This design comes from an exercise in tuning for small area, a short achievable clock period and few clock cycles on the open sky130 flow, not from production work.
Function was checked by simulation only, so behaviour that the tests miss may differ from the original.
Power and IR drop assume default switching activity.

==> trial 81: inputs <==
==> flow/design.v (excerpt) <==
module beacon_rssi_aggregator #(
  parameter int TABLE_ENTRIES = 8
) (
  input  logic         clk,
  input  logic         rst_n,
  input  logic         in_tvalid,
  output logic         in_tready,
  input  logic [127:0] in_tdata,
  input  logic         in_tuser,
  output logic         out_tvalid,
  input  logic         out_tready,
  output logic [159:0] out_tdata,
  output logic         out_tuser,
  output logic         out_tlast
);
clock: 12.0 ns
lec_check: 0
cap_margin: 20
core_margin: 2
core_utilization: 55
slew_margin: 20
standard.sh (not shown) runs the stock make flow with config.mk's settings and CLKGATE_MAP_FILE= SYNTH_SCRIPT=/design/flow/synth_recipe.tcl, a recipe that flattens the netlist after the stock synthesis.
==> flow/flow/run.sh <==
#!/bin/bash
# the standard layout, with timing repair aiming 6 ns below the clock period
set -euo pipefail
bash standard.sh SETUP_SLACK_MARGIN=6 finish > make_finish.log 2>&1
==> build 96: changes against trial 81 <==
--- a/flow/design.v
+++ b/flow/design.v
@@ -56,16 +56,20 @@
   logic [31:0]  h_seen_r;    
   logic [N-1:0] h_hit_r;
   logic [N-1:0]       s3oh_r;
   logic [10:0]        s3tn_r;
   logic [1:0]         s3d_r;
   logic [7:0]         trim_v;
   logic         em_busy_r;      
   logic         am_pend_r;      
+  logic         am_pend2_r;     
+  logic         b2_v_r [2];
+  logic [7:0]   b2_t_r [2];
+  logic [3:0]   b2_k_r [2];
   logic         iss_done_r;     
   logic [3:0]   rem_r;          
   logic [N-1:0] ioh_r;          
   logic [2:0]   obase_r;
   logic [N-1:0] om_r;           
   logic [3:0]   occ_r;          
   logic [15:0]  raw_old_r, sdrop_old_r;
   logic [N-1:0] best_r;
@@ -91,23 +95,28 @@
   assign x = h_rssi_r;
   logic obs, kobs, found, full, need_app, obs_go, app_go, fin_go;
   logic [N-1:0] app_oh, tgt, wr;
   assign obs      = s2v_r && !s2fin_r;
   assign kobs     = obs && s2known_r;
   assign found    = |h_hit_r;
   assign full     = u_r[3];
   assign need_app = kobs && !found && !full;
-  assign obs_go   = obs && !(need_app && blk_r);
-  assign app_go   = need_app && !blk_r;
+  logic blk;    
+  assign blk = blk_r && !(dv_r && out_tready && !dsum_r);
+  assign obs_go   = obs && !(need_app && blk);
+  assign app_go   = need_app && !blk;
   assign app_oh   = app_go ? nxt_r : '0;
   assign tgt      = h_hit_r | app_oh;
   assign wr       = (kobs && obs_go) ? tgt : '0;
   assign fin_go   = s2v_r && s2fin_r && !em_busy_r;
-  assign in_tready = !s2v_r || obs_go || fin_go;
+  logic rdy_base, rdy_xfer;
+  assign rdy_base  = !s2v_r || fin_go || (obs && !(need_app && blk_r));
+  assign rdy_xfer  = obs && need_app && dv_r && !dsum_r;
+  assign in_tready = rdy_base || (rdy_xfer && out_tready);
   logic [23:0]       sum_b;
   logic [15:0]       cnt_b;
   logic signed [7:0] peak_b;
   logic [31:0]       lat_b;
   always_comb begin
     sum_b = '0; cnt_b = '0; peak_b = '0; lat_b = '0;
     for (int p = 0; p < N; p++) begin
       sum_b  = sum_b  | ({24{h_hit_r[p]}} & t_sum[p]);
@@ -215,18 +224,18 @@
     for (int i = 0; i < 2; i++) begin
       if (beats(a1_v[2*i+1], a1_t[2*i+1], a1_k[2*i+1], a1_v[2*i], a1_t[2*i], a1_k[2*i])) begin
         a2_t[i] = a1_t[2*i+1]; a2_k[i] = a1_k[2*i+1];
       end else begin
         a2_t[i] = a1_t[2*i];   a2_k[i] = a1_k[2*i];
       end
       a2_v[i] = a1_v[2*i] || a1_v[2*i+1];
     end
-    if (beats(a2_v[1], a2_t[1], a2_k[1], a2_v[0], a2_t[0], a2_k[0])) am_k = a2_k[1];
-    else am_k = a2_k[0];
+    if (beats(b2_v_r[1], b2_t_r[1], b2_k_r[1], b2_v_r[0], b2_t_r[0], b2_k_r[0])) am_k = b2_k_r[1];
+    else am_k = b2_k_r[0];
   end
   logic        take, flush, issue, iss_beacon, xfer;
   logic [2:0]  islot;
   logic [23:0] i_sum, i_b;
   logic [15:0] i_cnt;
   logic        i_few;
   logic [15:0] r8, r7, r6, r5, r4, r3, r2, r1, r0;
   logic        q7, q6, q5, q4, q3, q2, q1, q0;
@@ -305,17 +314,22 @@
       pc_m_r   <= pb_m_r[1:0];
       pc_q_r   <= {pb_q_r, q3, q2};
     end
     if (take && pcv_r) begin
       dsum_r  <= pcsum_r;
       for (int p = 0; p < N; p++) dsel_r[p] <= (pcslot_r == 3'(p));
       dmean_r <= {!mq[7], mq[6:0]} + {7'd0, !mq[7] && (r0 != 16'd0)};
     end
-    if (am_pend_r) begin
+    for (int i = 0; i < 2; i++) begin
+      b2_v_r[i] <= a2_v[i];
+      b2_t_r[i] <= a2_t[i];
+      b2_k_r[i] <= a2_k[i];
+    end
+    if (am_pend2_r) begin
       for (int p = 0; p < N; p++) best_r[p] <= (am_k[2:0] == 3'(p));
     end
     if (fin_go) begin
       raw_old_r   <= raw_r;
       sdrop_old_r <= sdrop;
       om_r        <= has_b ? cur_r : '0;
       obase_r     <= base_r;
     end
@@ -326,31 +340,33 @@
       u_r        <= '0;
       cur_r      <= '0;
       nxt_r      <= 8'd1;
       base_r     <= '0;
       raw_r      <= '0;
       drops_r    <= '0;
       em_busy_r  <= 1'b0;
       am_pend_r  <= 1'b0;
+      am_pend2_r <= 1'b0;
       iss_done_r <= 1'b0;
       rem_r      <= '0;
       ioh_r      <= 8'd1;
       occ_r      <= '0;
       pav_r      <= 1'b0;
       pbv_r      <= 1'b0;
       pcv_r      <= 1'b0;
       dv_r       <= 1'b0;
     end else begin
       blk_r     <= (room >= 5'd8);
       if (in_tready) s2v_r <= in_tvalid;
       u_r       <= u_n;
       occ_r     <= occ_n;
       em_busy_r <= em_busy_n;
       am_pend_r <= fin_go;
+      am_pend2_r <= am_pend_r;
       if (obs_go) begin
         if (raw_r != 16'hFFFF) raw_r <= raw_r + 16'd1;
         if (kobs && !found && full && drops_r != 16'hFFFF) drops_r <= drops_r + 16'd1;
       end
       if (app_go) begin
         cur_r <= cur_r | nxt_r;
         nxt_r <= {nxt_r[N-2:0], nxt_r[N-1]};
       end
==> impl_metrics.env <==
export IMPL_grt_pass1_wl_um=387000
export IMPL_status="no timing/DRC/antenna violations"
export IMPL_reg2reg_from="h_hit_r[5]"
export IMPL_core_um2=148000
export IMPL_buf_share_pct=5.20
export IMPL_r2r_cells=26
export IMPL_critPathMaxStageDelay_ps=940
export IMPL_powerComb_mw=6.70
export IMPL_antenna_found_initial=19
the above is filed under build 96

==> impl_metrics.env <==
export IMPL_status="no timing/DRC/antenna violations"
export IMPL_core_um2=147000
export IMPL_r2r_cells=30
export IMPL_first_global_vias=58255
export IMPL_cts_setup_buffers=28
export IMPL_critPathMaxStageDelay_ps=450
the above is filed under trial 81

Testbench counts of trial 81, summed over its fixed seeds: cycles 5,939.
Testbench counts of build 96, summed over its fixed seeds: cycles 5,864.

---

==> inputs of lagoon <==
beacon_rssi_aggregator with an RTL version that a note above also has.
// beacon_rssi_aggregator
module beacon_rssi_aggregator #(
  parameter int TABLE_ENTRIES = 8
) (
  input  logic         clk,
  input  logic         rst_n,
  input  logic         in_tvalid,
  output logic         in_tready,
  input  logic [127:0] in_tdata,
  input  logic         in_tuser,
  output logic         out_tvalid,
  input  logic         out_tready,
  output logic [159:0] out_tdata,
  output logic         out_tuser,
  output logic         out_tlast
);
Settings: LEC_CHECK=0, CAP_MARGIN=20, CORE_MARGIN=2, CORE_UTILIZATION=65, SLEW_MARGIN=20; clock period 12.0 ns.
Scripts as last shown in full above: flow/flow/run.sh
==> quartz: changes against lagoon <==
--- a/flow/design.v
+++ b/flow/design.v
@@ -87,11 +87,11 @@
   logic [2:0]   pcslot_r;
   logic [15:0]  pc_rem_r, pc_c_r;
   logic [1:0]   pc_m_r;
   logic [5:0]   pc_q_r;
   logic         dv_r, dsum_r;
-  logic [N-1:0] dsel_r;
+  logic [N-1:0] dsel_r;         
   logic [7:0]   dmean_r;
   logic signed [7:0] x;
   assign x = h_rssi_r;
   logic obs, kobs, found, full, need_app, obs_go, app_go, fin_go;
   logic [N-1:0] app_oh, tgt, wr;
@@ -314,11 +314,11 @@
       pc_m_r   <= pb_m_r[1:0];
       pc_q_r   <= {pb_q_r, q3, q2};
     end
     if (take && pcv_r) begin
       dsum_r  <= pcsum_r;
-      for (int p = 0; p < N; p++) dsel_r[p] <= (pcslot_r == 3'(p));
+      for (int p = 0; p < N; p++) dsel_r[p] <= !pcsum_r && (pcslot_r == 3'(p));
       dmean_r <= {!mq[7], mq[6:0]} + {7'd0, !mq[7] && (r0 != 16'd0)};
     end
     for (int i = 0; i < 2; i++) begin
       b2_v_r[i] <= a2_v[i];
       b2_t_r[i] <= a2_t[i];
@@ -402,14 +402,13 @@
   always_comb begin
     bd = '0;
     for (int p = 0; p < N; p++)
       bd = bd | ({136{dsel_r[p]}} & {t_cnt[p], t_lat[p], t_ptx[p], t_peak[p], 8'd0, t_trim[p],
                                      t_track[p], t_id[p]});
-    if (dsum_r)
-      out_tdata = {7'd0, sdrop_old_r, 1'b0, raw_old_r, 120'd0};
-    else
-      out_tdata = {23'd0, |(dsel_r & best_r), bd[135:72], dmean_r, bd[63:0]};
+    out_tdata = {7'd0, sdrop_old_r & {16{dsum_r}}, |(dsel_r & best_r),
+                 bd[135:120] | (raw_old_r & {16{dsum_r}}), bd[119:72],
+                 dmean_r & {8{!dsum_r}}, bd[63:0]};
   end
   assign out_tvalid = dv_r;
   assign out_tuser  = dsum_r;
   assign out_tlast  = dsum_r;
 endmodule
--- a/flow/config.mk
+++ b/flow/config.mk
@@ -5,7 +5,7 @@
 export SDC_FILE = /design/flow/constraint.sdc
 export NUM_CORES = 4
 export LEC_CHECK = 0
 export CAP_MARGIN = 20
 export CORE_MARGIN = 2
-export CORE_UTILIZATION = 65
+export CORE_UTILIZATION = 55
 export SLEW_MARGIN = 20
==> run notes <==
- Wire length: lagoon is lower than quartz (3.9%).
- Between quartz and lagoon, the lower first-iteration DRC count is in quartz (gap 16%, measured against lagoon).
- In quartz the clock skew is lower than in lagoon, by 0.015 ns.
- Of lagoon and quartz, lagoon has the higher global-route usage (gap 4.1 points).
- In quartz the setup slack is better than in lagoon, by 0.10 ns.
- In lagoon the die area is lower than in quartz, by about 15%.
- In sequential cell count, quartz and lagoon do not differ.
- In lagoon the cell area is larger than in quartz, by 0.43%.
==> figures <==
Run status: quartz no timing/DRC/antenna violations; lagoon no timing/DRC/antenna violations
Sequential-to-total area share from yosys stat: quartz 57.9%; lagoon 57.9%
Netlist area before placement: quartz 81800 sq um; lagoon 81800 sq um
Final design utilization: quartz 63.8%; lagoon 75.5%
Post-synth top area share: quartz 51.6%; lagoon 51.6%
Final weighted congestion of routability-driven global placement: quartz 0.963; lagoon 1.00
Detailed-routing wirelength on met1: quartz 112 mm; lagoon 97.8 mm
Worst r2r dst: quartz s3tn_r[10]$_SDFF_PP0_; lagoon pa_rem_r[1]$_DFF_P_
Int Pwr: quartz 12.9 mW; lagoon 12.6 mW
Fraction of synthesized area in multiplexers: quartz 2.10%; lagoon 2.53%
Share of power burned in the clock network: quartz 29.0%; lagoon 27.9%
Count of multi-input combinational gates: quartz 4211; lagoon 4109
Adder-cell share of the synthesized area: quartz 6.63%; lagoon 6.63%
Routed Wire Length: quartz 279 mm; lagoon 268 mm
Die outline area: quartz 152000 sq um; lagoon 129000 sq um
Library cell contributing the largest single delay on the critical path: quartz sky130_fd_sc_hd__a21o_2; lagoon sky130_fd_sc_hd__dfxtp_4
Met2 track demand over resource in global routing: quartz 53.0%; lagoon 59.3%
Layout Cells excl Fill: quartz 8867; lagoon 8576
Testbench counts of lagoon, summed over its fixed seeds: cycles 5,864.
Testbench counts of quartz, summed over its fixed seeds: cycles 5,864.

---

==> inputs of cedar <==
Another version of the RTL of beacon_rssi_aggregator (not shown whole).
Settings: LEC_CHECK=0, CAP_MARGIN=20, CORE_MARGIN=2, CORE_UTILIZATION=40, SLEW_MARGIN=20; clock period 12.0 ns.
Scripts as last shown in full above: flow/flow/run.sh
==> harbor: changes against cedar <==
--- a/flow/design.v
+++ b/flow/design.v
@@ -57,14 +57,18 @@
   logic [N-1:0] h_hit_r;
   logic [N-1:0]       s3oh_r;
   logic [10:0]        s3tn_r;
   logic [1:0]         s3d_r;
   logic [7:0]         trim_v;
   logic         em_busy_r;      
   logic         am_pend_r;      
+  logic         am_pend2_r;     
+  logic         b2_v_r [2];
+  logic [7:0]   b2_t_r [2];
+  logic [3:0]   b2_k_r [2];
   logic         iss_done_r;     
   logic [3:0]   rem_r;          
   logic [N-1:0] ioh_r;          
   logic [2:0]   obase_r;
   logic [N-1:0] om_r;           
   logic [3:0]   occ_r;          
   logic [15:0]  raw_old_r, sdrop_old_r;
@@ -81,32 +85,37 @@
   logic [3:0]   pb_q_r;
   logic         pcv_r, pcsum_r;
   logic [2:0]   pcslot_r;
   logic [15:0]  pc_rem_r, pc_c_r;
   logic [1:0]   pc_m_r;
   logic [5:0]   pc_q_r;
   logic         dv_r, dsum_r;
-  logic [N-1:0] dsel_r;
+  logic [N-1:0] dsel_r;         
   logic [7:0]   dmean_r;
   logic signed [7:0] x;
   assign x = h_rssi_r;
   logic obs, kobs, found, full, need_app, obs_go, app_go, fin_go;
   logic [N-1:0] app_oh, tgt, wr;
   assign obs      = s2v_r && !s2fin_r;
   assign kobs     = obs && s2known_r;
   assign found    = |h_hit_r;
   assign full     = u_r[3];
   assign need_app = kobs && !found && !full;
-  assign obs_go   = obs && !(need_app && blk_r);
-  assign app_go   = need_app && !blk_r;
+  logic blk;    
+  assign blk = blk_r && !(dv_r && out_tready && !dsum_r);
+  assign obs_go   = obs && !(need_app && blk);
+  assign app_go   = need_app && !blk;
   assign app_oh   = app_go ? nxt_r : '0;
   assign tgt      = h_hit_r | app_oh;
   assign wr       = (kobs && obs_go) ? tgt : '0;
   assign fin_go   = s2v_r && s2fin_r && !em_busy_r;
-  assign in_tready = !s2v_r || obs_go || fin_go;
+  logic rdy_base, rdy_xfer;
+  assign rdy_base  = !s2v_r || fin_go || (obs && !(need_app && blk_r));
+  assign rdy_xfer  = obs && need_app && dv_r && !dsum_r;
+  assign in_tready = rdy_base || (rdy_xfer && out_tready);
   logic [23:0]       sum_b;
   logic [15:0]       cnt_b;
   logic signed [7:0] peak_b;
   logic [31:0]       lat_b;
   always_comb begin
     sum_b = '0; cnt_b = '0; peak_b = '0; lat_b = '0;
     for (int p = 0; p < N; p++) begin
@@ -216,30 +225,28 @@
       if (beats(a1_v[2*i+1], a1_t[2*i+1], a1_k[2*i+1], a1_v[2*i], a1_t[2*i], a1_k[2*i])) begin
         a2_t[i] = a1_t[2*i+1]; a2_k[i] = a1_k[2*i+1];
       end else begin
         a2_t[i] = a1_t[2*i];   a2_k[i] = a1_k[2*i];
       end
       a2_v[i] = a1_v[2*i] || a1_v[2*i+1];
     end
-    if (beats(a2_v[1], a2_t[1], a2_k[1], a2_v[0], a2_t[0], a2_k[0])) am_k = a2_k[1];
-    else am_k = a2_k[0];
+    if (beats(b2_v_r[1], b2_t_r[1], b2_k_r[1], b2_v_r[0], b2_t_r[0], b2_k_r[0])) am_k = b2_k_r[1];
+    else am_k = b2_k_r[0];
   end
-  logic        take, pctake, pbtake, patake, issue, iss_beacon, xfer;
+  logic        take, flush, issue, iss_beacon, xfer;
   logic [2:0]  islot;
   logic [23:0] i_sum, i_b;
   logic [15:0] i_cnt;
   logic        i_few;
   logic [15:0] r8, r7, r6, r5, r4, r3, r2, r1, r0;
   logic        q7, q6, q5, q4, q3, q2, q1, q0;
   logic [7:0]  mq;
   assign take   = !dv_r || out_tready;
-  assign pctake = !pcv_r || take;
-  assign pbtake = !pbv_r || pctake;
-  assign patake = !pav_r || pbtake;
-  assign issue  = fin_go || (em_busy_r && !iss_done_r && patake);
+  assign flush  = !take;
+  assign issue  = fin_go || (em_busy_r && !iss_done_r && !flush);
   assign iss_beacon = fin_go ? has_b : (rem_r != 4'd0);
   assign islot  = {ioh_r[4] | ioh_r[5] | ioh_r[6] | ioh_r[7],
                    ioh_r[2] | ioh_r[3] | ioh_r[6] | ioh_r[7],
                    ioh_r[1] | ioh_r[3] | ioh_r[5] | ioh_r[7]};
   assign xfer   = dv_r && out_tready;
   always_comb begin
     i_sum = '0; i_cnt = '0; i_few = 1'b0;
@@ -279,44 +286,49 @@
       s2known_r <= in_tdata[48];
       s2fin_r   <= in_tuser;
       h_hit_r   <= s1hit;
     end
     s3oh_r <= few ? wr : '0;
     s3tn_r <= (k == 3'd4) ? tn5 : {1'b0, sum_n[9:0]};
     s3d_r  <= (k == 3'd4) ? 2'd2 : k[1:0];
-    if (patake) begin
+    begin
       pasum_r  <= !iss_beacon;
       paslot_r <= islot;
       pa_rem_r <= r6;
       pa_c_r   <= i_cnt;
       pa_m_r   <= i_b[5:0];
       pa_q_r   <= {q7, q6};
     end
-    if (pbtake) begin
+    begin
       pbsum_r  <= pasum_r;
       pbslot_r <= paslot_r;
       pb_rem_r <= r4;
       pb_c_r   <= pa_c_r;
       pb_m_r   <= pa_m_r[3:0];
       pb_q_r   <= {pa_q_r, q5, q4};
     end
-    if (pctake) begin
+    begin
       pcsum_r  <= pbsum_r;
       pcslot_r <= pbslot_r;
       pc_rem_r <= r2;
       pc_c_r   <= pb_c_r;
       pc_m_r   <= pb_m_r[1:0];
       pc_q_r   <= {pb_q_r, q3, q2};
     end
     if (take && pcv_r) begin
       dsum_r  <= pcsum_r;
-      for (int p = 0; p < N; p++) dsel_r[p] <= (pcslot_r == 3'(p));
+      for (int p = 0; p < N; p++) dsel_r[p] <= !pcsum_r && (pcslot_r == 3'(p));
       dmean_r <= {!mq[7], mq[6:0]} + {7'd0, !mq[7] && (r0 != 16'd0)};
     end
-    if (am_pend_r) begin
+    for (int i = 0; i < 2; i++) begin
+      b2_v_r[i] <= a2_v[i];
+      b2_t_r[i] <= a2_t[i];
+      b2_k_r[i] <= a2_k[i];
+    end
+    if (am_pend2_r) begin
       for (int p = 0; p < N; p++) best_r[p] <= (am_k[2:0] == 3'(p));
     end
     if (fin_go) begin
       raw_old_r   <= raw_r;
       sdrop_old_r <= sdrop;
       om_r        <= has_b ? cur_r : '0;
       obase_r     <= base_r;
@@ -329,14 +341,15 @@
       cur_r      <= '0;
       nxt_r      <= 8'd1;
       base_r     <= '0;
       raw_r      <= '0;
       drops_r    <= '0;
       em_busy_r  <= 1'b0;
       am_pend_r  <= 1'b0;
+      am_pend2_r <= 1'b0;
       iss_done_r <= 1'b0;
       rem_r      <= '0;
       ioh_r      <= 8'd1;
       occ_r      <= '0;
       pav_r      <= 1'b0;
       pbv_r      <= 1'b0;
       pcv_r      <= 1'b0;
@@ -344,26 +357,27 @@
     end else begin
       blk_r     <= (room >= 5'd8);
       if (in_tready) s2v_r <= in_tvalid;
       u_r       <= u_n;
       occ_r     <= occ_n;
       em_busy_r <= em_busy_n;
       am_pend_r <= fin_go;
+      am_pend2_r <= am_pend_r;
       if (obs_go) begin
         if (raw_r != 16'hFFFF) raw_r <= raw_r + 16'd1;
         if (kobs && !found && full && drops_r != 16'hFFFF) drops_r <= drops_r + 16'd1;
       end
       if (app_go) begin
         cur_r <= cur_r | nxt_r;
         nxt_r <= {nxt_r[N-2:0], nxt_r[N-1]};
       end
       if (take) dv_r <= pcv_r;
-      if (patake) pav_r <= issue;
-      if (pbtake) pbv_r <= pav_r;
-      if (pctake) pcv_r <= pbv_r;
+      pav_r <= issue;
+      pbv_r <= pav_r && !flush;
+      pcv_r <= pbv_r && !flush;
       if (fin_go) begin
         cur_r      <= '0;
         base_r     <= base_r + u_r[2:0];
         raw_r      <= '0;
         drops_r    <= '0;
         iss_done_r <= 1'b0;
         rem_r      <= u_r - 4'd1;
@@ -373,24 +387,28 @@
         if (iss_beacon) begin
           if (!fin_go) rem_r <= rem_r - 4'd1;
           ioh_r <= {ioh_r[N-2:0], ioh_r[N-1]};
         end else begin
           iss_done_r <= 1'b1;
         end
       end
+      if (flush && !dsum_r) begin
+        iss_done_r <= 1'b0;
+        rem_r      <= occ_r - 4'd1;
+        ioh_r      <= {dsel_r[N-2:0], dsel_r[N-1]};
+      end
     end
   end
   logic [135:0] bd;
   always_comb begin
     bd = '0;
     for (int p = 0; p < N; p++)
       bd = bd | ({136{dsel_r[p]}} & {t_cnt[p], t_lat[p], t_ptx[p], t_peak[p], 8'd0, t_trim[p],
                                      t_track[p], t_id[p]});
-    if (dsum_r)
-      out_tdata = {7'd0, sdrop_old_r, 1'b0, raw_old_r, 120'd0};
-    else
-      out_tdata = {23'd0, |(dsel_r & best_r), bd[135:72], dmean_r, bd[63:0]};
+    out_tdata = {7'd0, sdrop_old_r & {16{dsum_r}}, |(dsel_r & best_r),
+                 bd[135:120] | (raw_old_r & {16{dsum_r}}), bd[119:72],
+                 dmean_r & {8{!dsum_r}}, bd[63:0]};
   end
   assign out_tvalid = dv_r;
   assign out_tuser  = dsum_r;
   assign out_tlast  = dsum_r;
 endmodule
==> flow/flow/run.sh (replaced) <==
#!/bin/bash
# the standard layout, with timing repair aiming 6.6 ns below the clock period
set -euo pipefail
bash standard.sh SETUP_SLACK_MARGIN=6.6 finish > make_finish.log 2>&1
==> flow/config.mk (replaced) <==
export PLATFORM = sky130hd
export DESIGN_NAME = beacon_rssi_aggregator
export DESIGN_NICKNAME = beacon_rssi_aggregator
export VERILOG_FILES = /design/flow/design.v
export SDC_FILE = /design/flow/constraint.sdc
export NUM_CORES = 4
export LEC_CHECK = 0
export CAP_MARGIN = 20
export CORE_MARGIN = 2
export CORE_UTILIZATION = 55
export SLEW_MARGIN = 20
==> juniper: changes against cedar <==
==> flow/run.sh (new file) <==
#!/bin/bash
# synth_recipe.tcl (not shown) runs the flow's synth.tcl, then flattens the netlist and writes it again
# the make line also repeats each setting of config.mk as NAME=value (left out here)
make -C /OpenROAD-flow-scripts/flow DESIGN_CONFIG=/design/flow/config.mk WORK_HOME=/design/flow/orfs CLKGATE_MAP_FILE= SYNTH_SCRIPT=/design/flow/synth_recipe.tcl finish
--- a/flow/config.mk
+++ b/flow/config.mk
@@ -4,8 +4,9 @@
 export VERILOG_FILES = /design/flow/design.v
 export SDC_FILE = /design/flow/constraint.sdc
 export NUM_CORES = 4
 export LEC_CHECK = 0
 export CAP_MARGIN = 20
 export CORE_MARGIN = 2
 export CORE_UTILIZATION = 40
+export SETUP_SLACK_MARGIN = 5
 export SLEW_MARGIN = 20
removed: flow/flow/run.sh
removed: flow/standard.sh
==> indigo: changes against cedar <==
--- a/flow/design.v
+++ b/flow/design.v
@@ -57,14 +57,18 @@
   logic [N-1:0] h_hit_r;
   logic [N-1:0]       s3oh_r;
   logic [10:0]        s3tn_r;
   logic [1:0]         s3d_r;
   logic [7:0]         trim_v;
   logic         em_busy_r;      
   logic         am_pend_r;      
+  logic         am_pend2_r;     
+  logic         b2_v_r [2];
+  logic [7:0]   b2_t_r [2];
+  logic [3:0]   b2_k_r [2];
   logic         iss_done_r;     
   logic [3:0]   rem_r;          
   logic [N-1:0] ioh_r;          
   logic [2:0]   obase_r;
   logic [N-1:0] om_r;           
   logic [3:0]   occ_r;          
   logic [15:0]  raw_old_r, sdrop_old_r;
@@ -81,32 +85,37 @@
   logic [3:0]   pb_q_r;
   logic         pcv_r, pcsum_r;
   logic [2:0]   pcslot_r;
   logic [15:0]  pc_rem_r, pc_c_r;
   logic [1:0]   pc_m_r;
   logic [5:0]   pc_q_r;
   logic         dv_r, dsum_r;
-  logic [N-1:0] dsel_r;
+  logic [N-1:0] dsel_r;         
   logic [7:0]   dmean_r;
   logic signed [7:0] x;
   assign x = h_rssi_r;
   logic obs, kobs, found, full, need_app, obs_go, app_go, fin_go;
   logic [N-1:0] app_oh, tgt, wr;
   assign obs      = s2v_r && !s2fin_r;
   assign kobs     = obs && s2known_r;
   assign found    = |h_hit_r;
   assign full     = u_r[3];
   assign need_app = kobs && !found && !full;
-  assign obs_go   = obs && !(need_app && blk_r);
-  assign app_go   = need_app && !blk_r;
+  logic blk;    
+  assign blk = blk_r && !(dv_r && out_tready && !dsum_r);
+  assign obs_go   = obs && !(need_app && blk);
+  assign app_go   = need_app && !blk;
   assign app_oh   = app_go ? nxt_r : '0;
   assign tgt      = h_hit_r | app_oh;
   assign wr       = (kobs && obs_go) ? tgt : '0;
   assign fin_go   = s2v_r && s2fin_r && !em_busy_r;
-  assign in_tready = !s2v_r || obs_go || fin_go;
+  logic rdy_base, rdy_xfer;
+  assign rdy_base  = !s2v_r || fin_go || (obs && !(need_app && blk_r));
+  assign rdy_xfer  = obs && need_app && dv_r && !dsum_r;
+  assign in_tready = rdy_base || (rdy_xfer && out_tready);
   logic [23:0]       sum_b;
   logic [15:0]       cnt_b;
   logic signed [7:0] peak_b;
   logic [31:0]       lat_b;
   always_comb begin
     sum_b = '0; cnt_b = '0; peak_b = '0; lat_b = '0;
     for (int p = 0; p < N; p++) begin
@@ -216,30 +225,28 @@
       if (beats(a1_v[2*i+1], a1_t[2*i+1], a1_k[2*i+1], a1_v[2*i], a1_t[2*i], a1_k[2*i])) begin
         a2_t[i] = a1_t[2*i+1]; a2_k[i] = a1_k[2*i+1];
       end else begin
         a2_t[i] = a1_t[2*i];   a2_k[i] = a1_k[2*i];
       end
       a2_v[i] = a1_v[2*i] || a1_v[2*i+1];
     end
-    if (beats(a2_v[1], a2_t[1], a2_k[1], a2_v[0], a2_t[0], a2_k[0])) am_k = a2_k[1];
-    else am_k = a2_k[0];
+    if (beats(b2_v_r[1], b2_t_r[1], b2_k_r[1], b2_v_r[0], b2_t_r[0], b2_k_r[0])) am_k = b2_k_r[1];
+    else am_k = b2_k_r[0];
   end
-  logic        take, pctake, pbtake, patake, issue, iss_beacon, xfer;
+  logic        take, flush, issue, iss_beacon, xfer;
   logic [2:0]  islot;
   logic [23:0] i_sum, i_b;
   logic [15:0] i_cnt;
   logic        i_few;
   logic [15:0] r8, r7, r6, r5, r4, r3, r2, r1, r0;
   logic        q7, q6, q5, q4, q3, q2, q1, q0;
   logic [7:0]  mq;
   assign take   = !dv_r || out_tready;
-  assign pctake = !pcv_r || take;
-  assign pbtake = !pbv_r || pctake;
-  assign patake = !pav_r || pbtake;
-  assign issue  = fin_go || (em_busy_r && !iss_done_r && patake);
+  assign flush  = !take;
+  assign issue  = fin_go || (em_busy_r && !iss_done_r && !flush);
   assign iss_beacon = fin_go ? has_b : (rem_r != 4'd0);
   assign islot  = {ioh_r[4] | ioh_r[5] | ioh_r[6] | ioh_r[7],
                    ioh_r[2] | ioh_r[3] | ioh_r[6] | ioh_r[7],
                    ioh_r[1] | ioh_r[3] | ioh_r[5] | ioh_r[7]};
   assign xfer   = dv_r && out_tready;
   always_comb begin
     i_sum = '0; i_cnt = '0; i_few = 1'b0;
@@ -279,44 +286,49 @@
       s2known_r <= in_tdata[48];
       s2fin_r   <= in_tuser;
       h_hit_r   <= s1hit;
     end
     s3oh_r <= few ? wr : '0;
     s3tn_r <= (k == 3'd4) ? tn5 : {1'b0, sum_n[9:0]};
     s3d_r  <= (k == 3'd4) ? 2'd2 : k[1:0];
-    if (patake) begin
+    begin
       pasum_r  <= !iss_beacon;
       paslot_r <= islot;
       pa_rem_r <= r6;
       pa_c_r   <= i_cnt;
       pa_m_r   <= i_b[5:0];
       pa_q_r   <= {q7, q6};
     end
-    if (pbtake) begin
+    begin
       pbsum_r  <= pasum_r;
       pbslot_r <= paslot_r;
       pb_rem_r <= r4;
       pb_c_r   <= pa_c_r;
       pb_m_r   <= pa_m_r[3:0];
       pb_q_r   <= {pa_q_r, q5, q4};
     end
-    if (pctake) begin
+    begin
       pcsum_r  <= pbsum_r;
       pcslot_r <= pbslot_r;
       pc_rem_r <= r2;
       pc_c_r   <= pb_c_r;
       pc_m_r   <= pb_m_r[1:0];
       pc_q_r   <= {pb_q_r, q3, q2};
     end
     if (take && pcv_r) begin
       dsum_r  <= pcsum_r;
-      for (int p = 0; p < N; p++) dsel_r[p] <= (pcslot_r == 3'(p));
+      for (int p = 0; p < N; p++) dsel_r[p] <= !pcsum_r && (pcslot_r == 3'(p));
       dmean_r <= {!mq[7], mq[6:0]} + {7'd0, !mq[7] && (r0 != 16'd0)};
     end
-    if (am_pend_r) begin
+    for (int i = 0; i < 2; i++) begin
+      b2_v_r[i] <= a2_v[i];
+      b2_t_r[i] <= a2_t[i];
+      b2_k_r[i] <= a2_k[i];
+    end
+    if (am_pend2_r) begin
       for (int p = 0; p < N; p++) best_r[p] <= (am_k[2:0] == 3'(p));
     end
     if (fin_go) begin
       raw_old_r   <= raw_r;
       sdrop_old_r <= sdrop;
       om_r        <= has_b ? cur_r : '0;
       obase_r     <= base_r;
@@ -329,14 +341,15 @@
       cur_r      <= '0;
       nxt_r      <= 8'd1;
       base_r     <= '0;
       raw_r      <= '0;
       drops_r    <= '0;
       em_busy_r  <= 1'b0;
       am_pend_r  <= 1'b0;
+      am_pend2_r <= 1'b0;
       iss_done_r <= 1'b0;
       rem_r      <= '0;
       ioh_r      <= 8'd1;
       occ_r      <= '0;
       pav_r      <= 1'b0;
       pbv_r      <= 1'b0;
       pcv_r      <= 1'b0;
@@ -344,26 +357,27 @@
     end else begin
       blk_r     <= (room >= 5'd8);
       if (in_tready) s2v_r <= in_tvalid;
       u_r       <= u_n;
       occ_r     <= occ_n;
       em_busy_r <= em_busy_n;
       am_pend_r <= fin_go;
+      am_pend2_r <= am_pend_r;
       if (obs_go) begin
         if (raw_r != 16'hFFFF) raw_r <= raw_r + 16'd1;
         if (kobs && !found && full && drops_r != 16'hFFFF) drops_r <= drops_r + 16'd1;
       end
       if (app_go) begin
         cur_r <= cur_r | nxt_r;
         nxt_r <= {nxt_r[N-2:0], nxt_r[N-1]};
       end
       if (take) dv_r <= pcv_r;
-      if (patake) pav_r <= issue;
-      if (pbtake) pbv_r <= pav_r;
-      if (pctake) pcv_r <= pbv_r;
+      pav_r <= issue;
+      pbv_r <= pav_r && !flush;
+      pcv_r <= pbv_r && !flush;
       if (fin_go) begin
         cur_r      <= '0;
         base_r     <= base_r + u_r[2:0];
         raw_r      <= '0;
         drops_r    <= '0;
         iss_done_r <= 1'b0;
         rem_r      <= u_r - 4'd1;
@@ -373,24 +387,28 @@
         if (iss_beacon) begin
           if (!fin_go) rem_r <= rem_r - 4'd1;
           ioh_r <= {ioh_r[N-2:0], ioh_r[N-1]};
         end else begin
           iss_done_r <= 1'b1;
         end
       end
+      if (flush && !dsum_r) begin
+        iss_done_r <= 1'b0;
+        rem_r      <= occ_r - 4'd1;
+        ioh_r      <= {dsel_r[N-2:0], dsel_r[N-1]};
+      end
     end
   end
   logic [135:0] bd;
   always_comb begin
     bd = '0;
     for (int p = 0; p < N; p++)
       bd = bd | ({136{dsel_r[p]}} & {t_cnt[p], t_lat[p], t_ptx[p], t_peak[p], 8'd0, t_trim[p],
                                      t_track[p], t_id[p]});
-    if (dsum_r)
-      out_tdata = {7'd0, sdrop_old_r, 1'b0, raw_old_r, 120'd0};
-    else
-      out_tdata = {23'd0, |(dsel_r & best_r), bd[135:72], dmean_r, bd[63:0]};
+    out_tdata = {7'd0, sdrop_old_r & {16{dsum_r}}, |(dsel_r & best_r),
+                 bd[135:120] | (raw_old_r & {16{dsum_r}}), bd[119:72],
+                 dmean_r & {8{!dsum_r}}, bd[63:0]};
   end
   assign out_tvalid = dv_r;
   assign out_tuser  = dsum_r;
   assign out_tlast  = dsum_r;
 endmodule
==> flow/flow/run.sh (replaced) <==
#!/bin/bash
# the standard layout, with timing repair aiming 7.0 ns below the clock period
set -euo pipefail
bash standard.sh SETUP_SLACK_MARGIN=7.0 finish > make_finish.log 2>&1
==> flow/config.mk (replaced) <==
export PLATFORM = sky130hd
export DESIGN_NAME = beacon_rssi_aggregator
export DESIGN_NICKNAME = beacon_rssi_aggregator
export VERILOG_FILES = /design/flow/design.v
export SDC_FILE = /design/flow/constraint.sdc
export NUM_CORES = 4
export LEC_CHECK = 0
export CAP_MARGIN = 20
export CORE_MARGIN = 2
export CORE_UTILIZATION = 55
export SLEW_MARGIN = 20
==> run notes <==
Share of the synthesized area in compound gates (AO/OA/AOI/OAI): indigo 0.151; juniper 0.159; cedar 0.159; harbor 0.151
Max IR drop VDD: indigo 212 uV; juniper 415 uV; cedar 594 uV; harbor 192 uV
DRC violation total after the first TritonRoute iteration: indigo 9242; juniper 7870; cedar 8983; harbor 8716
Post-placement cell area: indigo 87100 sq um; juniper 88400 sq um; cedar 88400 sq um; harbor 86700 sq um
Fraction of cell area in non-clock buffers: indigo 0.0845; juniper 0.0418; cedar 0.0634; harbor 0.0694
Worst slew margin: indigo 0.269; juniper 0.230; cedar 0.203; harbor 0.170
Combinational Power Share: indigo 0.420; juniper 0.452; cedar 0.481; harbor 0.393
Met1 usage: indigo 0.515; juniper 0.348; cedar 0.349; harbor 0.504
Count of inserted tapcells: indigo 1930; juniper 2688; cedar 2688; harbor 1930
Adder and majority gate portion of the synthesized area: indigo 0.0663; juniper 0.0655; cedar 0.0655; harbor 0.0663
Switching portion of total power: indigo 0.329; juniper 0.369; cedar 0.372; harbor 0.329
Worst Path Buf+Inv: indigo 3; juniper 3; cedar 17; harbor 3
Clock group: indigo 5.54 mW; juniper 5.49 mW; cedar 5.44 mW; harbor 5.38 mW
Run status: indigo no timing/DRC/antenna violations; juniper no timing/DRC/antenna violations; cedar no timing/DRC/antenna violations; harbor no timing/DRC/antenna violations
Combined global-route utilization of all metal layers: indigo 0.379; juniper 0.253; cedar 0.263; harbor 0.365
Flip-flop and latch share of the layout cell area: indigo 0.472; juniper 0.509; cedar 0.493; harbor 0.486
Sequential cell area: indigo 47500 sq um; juniper 48200 sq um; cedar 48300 sq um; harbor 47500 sq um
Testbench counts of cedar, summed over its fixed seeds: cycles 5,939.
Testbench counts of harbor, summed over its fixed seeds: cycles 5,864.
Testbench counts of juniper, summed over its fixed seeds: cycles 5,939.
Testbench counts of indigo, summed over its fixed seeds: cycles 5,864.

==> separate check: timing with driven ports <==
In the flow no input, the clock included, has a driving cell. The finished layouts below were timed again as built, in two steps.
Step 1: set_driving_cell puts a clkbuf_16 on clk and a buf_2 on each other input, an assumption about the parent block.
Step 2 moves the port delays by t, midway between the first and last clock arrival at a register: inputs arrive t later, outputs are due t later. That takes back most of the time a late clock gives input paths.
Three values: ideal ports, drivers, drivers and shift; two values: the first two.
run | t, ns | setup WS [ns] | hold slack, ns | worst data-port slew with drivers (ns) | pins driven straight from the clock port
trial 81 | 0.885 | 5.958 / 5.899 / 5.953 | 0.313 / 0.313 / 0.313 | 0.12 | 1
build 96 | 0.883 | 5.998 / 5.956 / 5.178 | 0.326 / 0.326 / 0.326 | 0.13 | 1
lagoon | 0.883 | 5.934 / 5.879 / 5.693 | 0.297 / 0.297 / 0.297 | 0.14 | 1
quartz | 0.894 | 6.035 / 5.834 / 5.458 | 0.312 / 0.312 / 0.312 | 0.20 | 1
cedar | 0.914 | 5.531 / 5.531 / 5.531 | 0.418 / 0.418 / 0.418 | 0.26 | 1
harbor | 0.898 | 6.185 / 6.083 / 5.831 | 0.324 / 0.324 / 0.324 | 0.21 | 1
juniper | 0.916 | 5.071 / 4.981 / 5.228 | 0.413 / 0.413 / 0.413 | 0.26 | 1
indigo | 0.887 | 6.126 / 6.027 / 6.027 | 0.327 / 0.327 / 0.327 | 0.23 | 1
After both steps setup and hold are still met in every run listed. The setup slack of build 96, which loses most, moves by -0.042 ns with the drivers and by -0.820 ns with both steps.
